This is an optimization exercise on Yosys and OpenROAD, whose aim is small area and a short achievable clock period, not a production implementation.
At most, simulation tests tie the RTL to the original design; equivalence was not proved.

==> onyx <==
==> flow/design.v (excerpt) <==
module gemv_stream_engine (
  input  logic        clk,
  input  logic        rst_n,
  input  logic        start_i,
  input  logic        accum_i,
  input  logic [47:0] w_i,
  input  logic        a_valid_i,
  output logic        a_ready_o,
  input  logic [47:0] a_row_i,
  output logic        o_valid_o,
  input  logic        o_ready_i,
  output logic [15:0] o_data_o,
  output logic [1:0]  o_idx_o,
  output logic        busy_o,
  output logic        done_o,
  output logic        ovf_o
);
clock: 9.0 ns
lec_check: 0
abc_area: 1
cap_margin: 20
core_margin: 2
core_utilization: 40
cts_buf_list: sky130_fd_sc_hd__clkbuf_8
cts_cluster_size: 30
setup_slack_margin: 4.75
slew_margin: 20
tns_end_percent: 5
buffer_ports_args: -buffer_cell sky130_fd_sc_hd__buf_4
standard.sh (not shown) runs the stock make flow with config.mk's settings and CLKGATE_MAP_FILE= SYNTH_SCRIPT=/design/flow/synth_recipe.tcl, a recipe that flattens the netlist after the stock synthesis.
==> flow/flow/run.sh <==
#!/bin/bash
# Standard layout with two changes:
#  - the port buffers that buffer_ports inserts are buf_4 instead of the tool's default
#    pick (a delay buffer), so the ports' buffers are fast;
#  - after the standard synthesis, flow/polarity.py chooses for each full adder whether it
#    works on true or complemented signals (a full adder is self-dual), which removes most
#    of the inverters that the adder extraction leaves between full adders. Registers and
#    all other cells are unchanged.
set -e
echo "export BUFFER_PORTS_ARGS = -buffer_cell sky130_fd_sc_hd__buf_4" >> config.mk
bash standard.sh synth > synth.log 2>&1
R=orfs/results/sky130hd/gemv_stream_engine/base
python3 flow/polarity.py $R/1_2_yosys.v $R/1_2_yosys_pol.v > polarity.log 2>&1
cp $R/1_2_yosys.v $R/1_2_yosys_std.v
cp $R/1_2_yosys_pol.v $R/1_2_yosys.v
rm -f $R/1_synth.odb $R/1_synth.sdc
bash standard.sh > standard.log 2>&1
==> flow/flow/polarity.py <==
#!/usr/bin/env python3
"""Full-adder polarity pass on a flat sky130 netlist written by Yosys.

A full adder is self-dual: complementing its three inputs complements both outputs.
Yosys's adder extraction leaves inverters between full adders and between the
logic that feeds them and the full adders. This pass chooses, for every fa cell,
whether it works on true or complemented signals so that as few inverters as
possible are needed, then rebuilds the inverters: every signal that some load
needs complemented gets exactly one inverter.

usage: polarity.py IN.v OUT.v
"""
import re
import sys

src = open(sys.argv[1]).read()

cell_re = re.compile(r'^  (sky130_fd_sc_hd__\w+) (\S+)\s+\((.*?)\n  \);\n', re.S | re.M)
pin_re = re.compile(r'\.(\w+)\(((?:\\\S+ )|[^()]*?)\)')

OUTPINS = {'X', 'Y', 'Q', 'Q_N', 'SUM', 'COUT', 'HI', 'LO'}

cells = []   # [type, name, [(pin, net)]]
spans = []
for m in cell_re.finditer(src):
    pins = [(p, n.strip()) for p, n in pin_re.findall(m.group(3))]
    cells.append([m.group(1), m.group(2), pins])
    spans.append((m.start(), m.end()))

port_names = set()
hdr = re.search(r'module \w+\((.*?)\);', src, re.S)
for p in hdr.group(1).split(','):
    port_names.add(p.strip())

def is_port(net):
    base = net.lstrip('\\').split('[')[0].strip()
    return base in port_names

driver = {}
for ci, (t, name, pins) in enumerate(cells):
    for p, n in pins:
        if p in OUTPINS:
            driver[n] = (ci, p)

INV = 'sky130_fd_sc_hd__inv_1'
FA = 'sky130_fd_sc_hd__fa_1'

# removable inverters: input not a port, output not a port
inv_cells = set()
for ci, (t, name, pins) in enumerate(cells):
    if t == INV:
        d = dict(pins)
        if not is_port(d['A']) and not is_port(d['Y']) and not d['A'].startswith(("1'", "0'")):
            inv_cells.add(ci)

inv_in = {}
for ci in inv_cells:
    d = dict(cells[ci][2])
    inv_in[d['Y']] = d['A']

def literal(net):
    """(base net, polarity) through chains of removable inverters."""
    pol = 0
    seen = 0
    while net in inv_in and seen < 50:
        net = inv_in[net]
        pol ^= 1
        seen += 1
    return net, pol

# loads: every input pin of a kept cell, as (cell, pin, base, pol)
loads = []
for ci, (t, name, pins) in enumerate(cells):
    if ci in inv_cells:
        continue
    for p, n in pins:
        if p in OUTPINS:
            continue
        b, pol = literal(n)
        loads.append((ci, p, b, pol))

# port nets driven by a removable inverter chain are also loads (keep them driven)
# (excluded above: inverters with port outputs are not removable)

fa_cells = [ci for ci, c in enumerate(cells) if c[0] == FA]
flip = {ci: 0 for ci in fa_cells}

by_base = {}
for L in loads:
    by_base.setdefault(L[2], []).append(L)

def drv_flip(base):
    d = driver.get(base)
    if d and d[0] in flip:
        return flip[d[0]]
    return 0

def needs_inv(base):
    f = drv_flip(base)
    for ci, p, b, pol in by_base.get(base, []):
        if pol ^ flip.get(ci, 0) ^ f:
            return True
    return False

def cost_of(bases):
    return sum(1 for b in bases if needs_inv(b))

def touched(ci):
    bs = set()
    for p, n in cells[ci][2]:
        if p in OUTPINS:
            bs.add(n)
        else:
            bs.add(literal(n)[0])
    return bs

before = cost_of(by_base.keys())
for it in range(20):
    changed = 0
    for ci in fa_cells:
        bs = touched(ci)
        c0 = cost_of(bs)
        flip[ci] ^= 1
        c1 = cost_of(bs)
        if c1 < c0:
            changed += 1
        else:
            flip[ci] ^= 1
    if not changed:
        break
after = cost_of(by_base.keys())
sys.stderr.write(f"inverters: {len(inv_cells)} removable before, {before} needed as is, {after} after {sum(flip.values())} flips\n")

def esc(n):
    return n + ' ' if n.startswith('\\') else n

# rebuild
conn = {}   # (ci, pin) -> net
new_cells = []
need = {}
for ci, p, b, pol in loads:
    want = pol ^ flip.get(ci, 0) ^ drv_flip(b)
    if want:
        if b not in need:
            nn = f"_pol{len(need)}_"
            need[b] = nn
        conn[(ci, p)] = need[b]
    else:
        conn[(ci, p)] = b
# fa outputs keep their nets; a flipped fa's nets now carry complements, which the
# loads above already account for.

out = []
pos = 0
wires = []
for ci, (t, name, pins) in enumerate(cells):
    s, e = spans[ci]
    out.append(src[pos:s])
    pos = e
    if ci in inv_cells:
        continue
    plist = []
    for p, n in pins:
        if p not in OUTPINS:
            n = conn[(ci, p)]
        plist.append(f"    .{p}({esc(n)})")
    out.append(f"  {t} {esc(name)} (\n" + ",\n".join(plist) + "\n  );\n")
for b, nn in need.items():
    wires.append(f"  wire {nn};\n")
    out.append(f"  {INV} {nn}inv (\n    .A({esc(b)}),\n    .Y({nn})\n  );\n")
out.append(src[pos:])
res = "".join(out)
# declare the new wires after the module header's port list
i = res.index(';', res.index('module ')) + 2
res = res[:i] + "".join(wires) + res[i:]
open(sys.argv[2], 'w').write(res)
==> inputs of garnet, as changes to onyx <==
==> flow/flow/run.sh (replaced) <==
#!/bin/bash
# Standard layout, with the port buffers inserted by buffer_ports made of buf_4
# instead of the tool's default pick (a delay buffer), so the ports' buffers are fast.
set -e
echo "export BUFFER_PORTS_ARGS = -buffer_cell sky130_fd_sc_hd__buf_4" >> config.mk
bash standard.sh > standard.log 2>&1
removed: flow/flow/polarity.py
==> comparison <==
- garnet went through all stages and came out clean. onyx passed the timing, design-rule and antenna checks.
- In onyx the final cell count is lower than in garnet, by 13%.
- Against garnet, the area after synthesis of onyx is lower by about 5.4%.
- Of garnet and onyx, onyx has the higher first-iteration DRC count (gap about 1.6%, measured against onyx).
- Against onyx, the worst hold slack of garnet is better by 0.0088 ns.
- In onyx the worst setup slack is higher than in garnet, by 0.010 ns.
- Of onyx and garnet, garnet has the higher synthesized cell count (gap about 14%, measured against garnet).
- Between onyx and garnet, the lower global-route usage is in garnet (gap 0.14 points).

========
==> run a: inputs <==
gemv_stream_engine, a different RTL version from the one above (not shown whole).
==> module gemv_stream_engine, before the edit <==
module gemv_stream_engine (
  input  logic        clk,
  input  logic        rst_n,
  input  logic        start_i,
  input  logic        accum_i,
  input  logic [47:0] w_i,
  input  logic        a_valid_i,
  output logic        a_ready_o,
  input  logic [47:0] a_row_i,
  output logic        o_valid_o,
  input  logic        o_ready_i,
  output logic [15:0] o_data_o,
  output logic [1:0]  o_idx_o,
  output logic        busy_o,
  output logic        done_o,
  output logic        ovf_o
);
  logic [1:0]  state_q;
  logic [47:0] w_q;
  logic        accum_q;
  logic [1:0]  in_cnt_q;
  logic        ovf_q;
  logic        out_valid_q;
  logic [15:0] out_data_q;
  logic [1:0]  out_idx_q;
  logic [47:0] row_q;
  logic        s1_valid_q;
  logic        s2_valid_q;
  logic [1:0]  s2_idx_q;
  logic [34:0] s2a_q, s2b_q, s2c_q, s2d_q;
  logic [34:0] acc0_q, acc1_q, acc2_q;
  logic [2:0]  acc_vld_q;
  logic        st_idle, st_run, st_done;
  logic        adv_c, accept_c, start_ok_c, last_in_c, last_out_c;
  logic [1:0]  s1_idx_c;
  logic [34:0] acc_add_c, sa_c, sb_c, sc_c, sd_c, v_c;
  logic [34:0] t1s_c, t1c_c, t2s_c, t2c_c;
  logic [15:0] sat_c;
  logic        clamp_c;
  logic [15:0] lo_c;
  logic [19:0] xh_c, yh_c, hx_c, hor_c, hand_c;
  logic        sum_m1_c, sum_0_c, sum_m2_c;
  assign st_idle  = (state_q == 2'd0);
  assign st_run   = (state_q == 2'd1);
  assign st_done  = (state_q == 2'd3);
  assign adv_c      = !out_valid_q || o_ready_i;
  assign a_ready_o  = st_run && adv_c;
  assign accept_c   = a_valid_i && a_ready_o;
  assign start_ok_c = st_idle && start_i;
  assign last_in_c  = accept_c && (in_cnt_q == 2'd2);
  assign last_out_c = out_valid_q && o_ready_i && (out_idx_q == 2'd2);
  assign busy_o = !st_idle;
  assign done_o = st_done;
  assign s1_idx_c = in_cnt_q - 2'd1;
  always_comb begin
    acc_add_c = '0;
    if (accum_q) begin
      case (s1_idx_c)
        2'd0:    if (acc_vld_q[0]) acc_add_c = acc0_q;
        2'd1:    if (acc_vld_q[1]) acc_add_c = acc1_q;
        default: if (acc_vld_q[2]) acc_add_c = acc2_q;
      endcase
    end
  end
  gemv_dot_pipe u_dot (
    .w_i   (w_q),
    .row_i (row_q),
    .acc_i (acc_add_c),
    .s0_o  (sa_c),
    .s1_o  (sb_c),
    .s2_o  (sc_c),
    .s3_o  (sd_c)
  );
  for (genvar i = 0; i < 35; i++) begin : g_csa
    assign {t1c_c[i], t1s_c[i]} = {1'b0, s2a_q[i]} + {1'b0, s2b_q[i]} + {1'b0, s2c_q[i]};
    if (i == 0) begin : g_lsb
      assign {t2c_c[i], t2s_c[i]} = {1'b0, t1s_c[i]} + {1'b0, s2d_q[i]};
    end else begin : g_bit
      assign {t2c_c[i], t2s_c[i]} = {1'b0, t1s_c[i]} + {1'b0, t1c_c[i-1]} + {1'b0, s2d_q[i]};
    end
  end
  assign v_c = t2s_c + {t2c_c[33:0], 1'b0};
  assign lo_c    = {1'b0, t2s_c[14:0]} + {1'b0, t2c_c[13:0], 1'b0};
  assign xh_c    = t2s_c[34:15];
  assign yh_c    = t2c_c[33:14];
  assign hx_c    = xh_c ^ yh_c;
  assign hor_c   = xh_c | yh_c;
  assign hand_c  = xh_c & yh_c;
  assign sum_m1_c = &hx_c;
  assign sum_0_c  = ~|(hx_c ^ {hor_c[18:0], 1'b0});
  assign sum_m2_c = ~|(hx_c ^ {19'h7ffff, 1'b0} ^ {hand_c[18:1], hor_c[0], 1'b0});
  assign clamp_c  = lo_c[15] ? !(sum_m1_c || sum_m2_c) : !(sum_0_c || sum_m1_c);
  assign sat_c    = clamp_c ? (v_c[34] ? 16'h8000 : 16'h7fff) : v_c[15:0];
  always_ff @(posedge clk or negedge rst_n) begin
    if (!rst_n) begin
      state_q     <= 2'd0;
      in_cnt_q    <= '0;
      ovf_q       <= 1'b0;
      out_valid_q <= 1'b0;
      out_data_q  <= '0;
      out_idx_q   <= '0;
      s1_valid_q  <= 1'b0;
      s2_valid_q  <= 1'b0;
      s2_idx_q    <= '0;
      acc_vld_q   <= '0;
    end else begin
      case (state_q)
        2'd0:    if (start_i)    state_q <= 2'd1;
        2'd1:    if (last_in_c)  state_q <= 2'd2;
        2'd2:    if (last_out_c) state_q <= 2'd3;
        default:                 state_q <= 2'd0;
      endcase
      if (accept_c) in_cnt_q <= in_cnt_q + 2'd1;
      if (adv_c) begin
        s1_valid_q  <= accept_c;
        s2_valid_q  <= s1_valid_q;
        out_valid_q <= s2_valid_q;
        if (s1_valid_q) s2_idx_q <= s1_idx_c;
        if (s2_valid_q) begin
          acc_vld_q[s2_idx_q] <= 1'b1;
          out_data_q <= sat_c;
          out_idx_q  <= s2_idx_q;
          if (clamp_c) ovf_q <= 1'b1;
        end
      end
      if (start_ok_c) begin
        in_cnt_q <= '0;
        ovf_q    <= 1'b0;
      end
    end
  end
  always_ff @(posedge clk) begin
    if (start_ok_c) begin
      w_q     <= w_i;
      accum_q <= accum_i;
    end
    if (adv_c) begin
      row_q <= a_row_i;
      s2a_q <= sa_c;
      s2b_q <= sb_c;
      s2c_q <= sc_c;
      s2d_q <= sd_c;
      if (s2_valid_q) begin
        case (s2_idx_q)
          2'd0:    acc0_q <= v_c;
          2'd1:    acc1_q <= v_c;
          default: acc2_q <= v_c;
        endcase
      end
    end
  end
  assign o_valid_o = out_valid_q;
  assign o_data_o  = out_data_q;
  assign o_idx_o   = out_idx_q;
  assign ovf_o     = ovf_q;
endmodule
clock: 9.0 ns
lec_check: 0
cap_margin: 20
core_margin: 2
core_utilization: 40
setup_slack_margin: 4.7
slew_margin: 20
tns_end_percent: 5
buffer_ports_args: -buffer_cell sky130_fd_sc_hd__buf_4
==> flow/flow/run.sh <==
#!/bin/bash
# Standard layout, with the port buffers inserted by buffer_ports made of buf_4
# instead of the tool's default pick (a delay buffer), so the ports' buffers are fast.
set -e
echo "export BUFFER_PORTS_ARGS = -buffer_cell sky130_fd_sc_hd__buf_4" >> config.mk
bash standard.sh > standard.log 2>&1
==> run b: changes against run a <==
==> flow/run.sh (new file) <==
#!/bin/bash
# synth_recipe.tcl (not shown) runs the flow's synth.tcl, then flattens the netlist and writes it again
# the make line also repeats each setting of config.mk as NAME=value (left out here)
make -C /OpenROAD-flow-scripts/flow DESIGN_CONFIG=/design/flow/config.mk WORK_HOME=/design/flow/orfs CLKGATE_MAP_FILE= SYNTH_SCRIPT=/design/flow/synth_recipe.tcl finish
- BUFFER_PORTS_ARGS: -buffer_cell sky130_fd_sc_hd__buf_4 -> not set
- SETUP_SLACK_MARGIN: 4.7 -> 4.4
removed: flow/flow/run.sh
removed: flow/standard.sh
==> run c: changes against run a <==
--- a/flow/design.v
+++ b/flow/design.v
@@ -2272,5 +2272,2 @@
   logic        clamp_c;
-  logic [15:0] lo_c;
-  logic [19:0] xh_c, yh_c, hx_c, hor_c, hand_c;
-  logic        sum_m1_c, sum_0_c, sum_m2_c;
   assign st_idle  = (state_q == 2'd0);
@@ -2315,13 +2312,13 @@
   assign v_c = t2s_c + {t2c_c[33:0], 1'b0};
-  assign lo_c    = {1'b0, t2s_c[14:0]} + {1'b0, t2c_c[13:0], 1'b0};
-  assign xh_c    = t2s_c[34:15];
-  assign yh_c    = t2c_c[33:14];
-  assign hx_c    = xh_c ^ yh_c;
-  assign hor_c   = xh_c | yh_c;
-  assign hand_c  = xh_c & yh_c;
-  assign sum_m1_c = &hx_c;
-  assign sum_0_c  = ~|(hx_c ^ {hor_c[18:0], 1'b0});
-  assign sum_m2_c = ~|(hx_c ^ {19'h7ffff, 1'b0} ^ {hand_c[18:1], hor_c[0], 1'b0});
-  assign clamp_c  = lo_c[15] ? !(sum_m1_c || sum_m2_c) : !(sum_0_c || sum_m1_c);
-  assign sat_c    = clamp_c ? (v_c[34] ? 16'h8000 : 16'h7fff) : v_c[15:0];
+  always_comb begin
+    clamp_c = 1'b0;
+    sat_c   = v_c[15:0];
+    if (!v_c[34] && (v_c[33:15] != '0)) begin
+      clamp_c = 1'b1;
+      sat_c   = 16'h7fff;
+    end else if (v_c[34] && (v_c[33:15] != '1)) begin
+      clamp_c = 1'b1;
+      sat_c   = 16'h8000;
+    end
+  end
   always_ff @(posedge clk or negedge rst_n) begin
==> flow/run.sh (new file) <==
#!/bin/bash
# synth_recipe.tcl (not shown) runs the flow's synth.tcl, then flattens the netlist and writes it again
# the make line also repeats each setting of config.mk as NAME=value (left out here)
make -C /OpenROAD-flow-scripts/flow DESIGN_CONFIG=/design/flow/config.mk WORK_HOME=/design/flow/orfs CLKGATE_MAP_FILE= SYNTH_SCRIPT=/design/flow/synth_recipe.tcl finish
- BUFFER_PORTS_ARGS: -buffer_cell sky130_fd_sc_hd__buf_4 -> not set
- SETUP_SLACK_MARGIN: 4.7 -> 4.0
removed: flow/flow/run.sh
removed: flow/standard.sh
==> summary of the runs <==
- Run c went through all stages and came out clean. Run b passed the timing, design-rule and antenna checks. Run a passed the timing, design-rule and antenna checks.
- Against run c, the synthesized area of run a is higher by 0.53%.
- Between run b and run a, the lower hold slack is in run b (gap 0.012 ns).
- The lowest non-clock buffer count belongs to run c, the highest to run a.
- Synthesized cell count: run a is smaller than run c (1.5%).
- Via count: run b is smaller than run c (0.38%).
- Of run b and run c, run b has the higher die area (gap 0.52%, measured against run c).
==> figures <==
item                                                                                 run c                  run b                  run a
Post-DR wirelength/cell                                                            25.2 µm                26.5 µm                26.7 µm
Number of distinct library cells after synthesis                                        77                     61                     61
Die area                                                                        0.0875 mm²             0.0879 mm²             0.0879 mm²
Initial core utilization                                                             40.5%                  40.3%                  40.3%
Status                                                    no timing/DRC/antenna violations  no timing/DRC/antenna violations  no timing/DRC/antenna violations
Register-to-Register Setup Slack                                                   4.07 ns                4.30 ns                4.68 ns
Initial DRC count                                                                    3,001                  2,849                  3,301
Amount of wire on met2 after detailed routing                                      50.2 mm                51.2 mm                53.3 mm
Cts bufs inserted                                                                       44                     45                     46
Chip width                                                                          296 µm                 296 µm                 296 µm
Post-route fraction of the period consumed by the critical path                      54.8%                  52.2%                  48.0%
Count of clock-net buffers in the final layout                                          54                     56                     57
Multi-In Gates                                                                       2,353                  2,265                  2,265
Critical-path top delay cell                                     sky130_fd_sc_hd__a221oi_1  sky130_fd_sc_hd__fa_1  sky130_fd_sc_hd__ha_2
End-of-flow core utilization                                                         45.0%                  45.3%                  47.1%
No functional check of the RTL was part of any run of this note.

separate check: timing with driven ports:
In the flow no input, the clock included, has a driving cell. The finished layouts below were timed again as built, in two steps.
Step 1: set_driving_cell puts a clkbuf_16 on clk and a buf_2 on each other input, an assumption about the parent block.
Step 2, shift: input delay + t, output delay - t, t = (earliest + latest rising clock arrival at the registers) / 2. This alone moves slack from input paths to output paths.
Slacks: no drivers / after step 1 / after step 2; pairs: no drivers / after step 1.
| run | shift t [ns] | slack for setup (ns) | worst hold slack (ns) | worst data-port slew with drivers (ns) | pins driven straight from the clock port |
|---|---|---|---|---|---|
| onyx | 0.728 | 4.855 / 4.855 / 4.850 | 0.475 / 0.475 / 0.475 | 0.06 | 1 |
| garnet | 0.752 | 4.845 / 4.845 / 4.793 | 0.484 / 0.484 / 0.484 | 0.07 | 1 |
| run a | 0.683 | 4.676 / 4.655 / 4.655 | 0.473 / 0.473 / 0.473 | 0.06 | 1 |
| run b | 0.676 | 4.304 / 4.304 / 4.304 | 0.461 / 0.461 / 0.461 | 0.05 | 1 |
| run c | 0.659 | 4.066 / 4.059 / 4.059 | 0.465 / 0.465 / 0.465 | 0.05 | 1 |
After both steps every run listed still meets setup and hold. For garnet, which loses most, drivers alone change the setup slack by 0.000 ns; drivers and shift together by -0.052 ns.
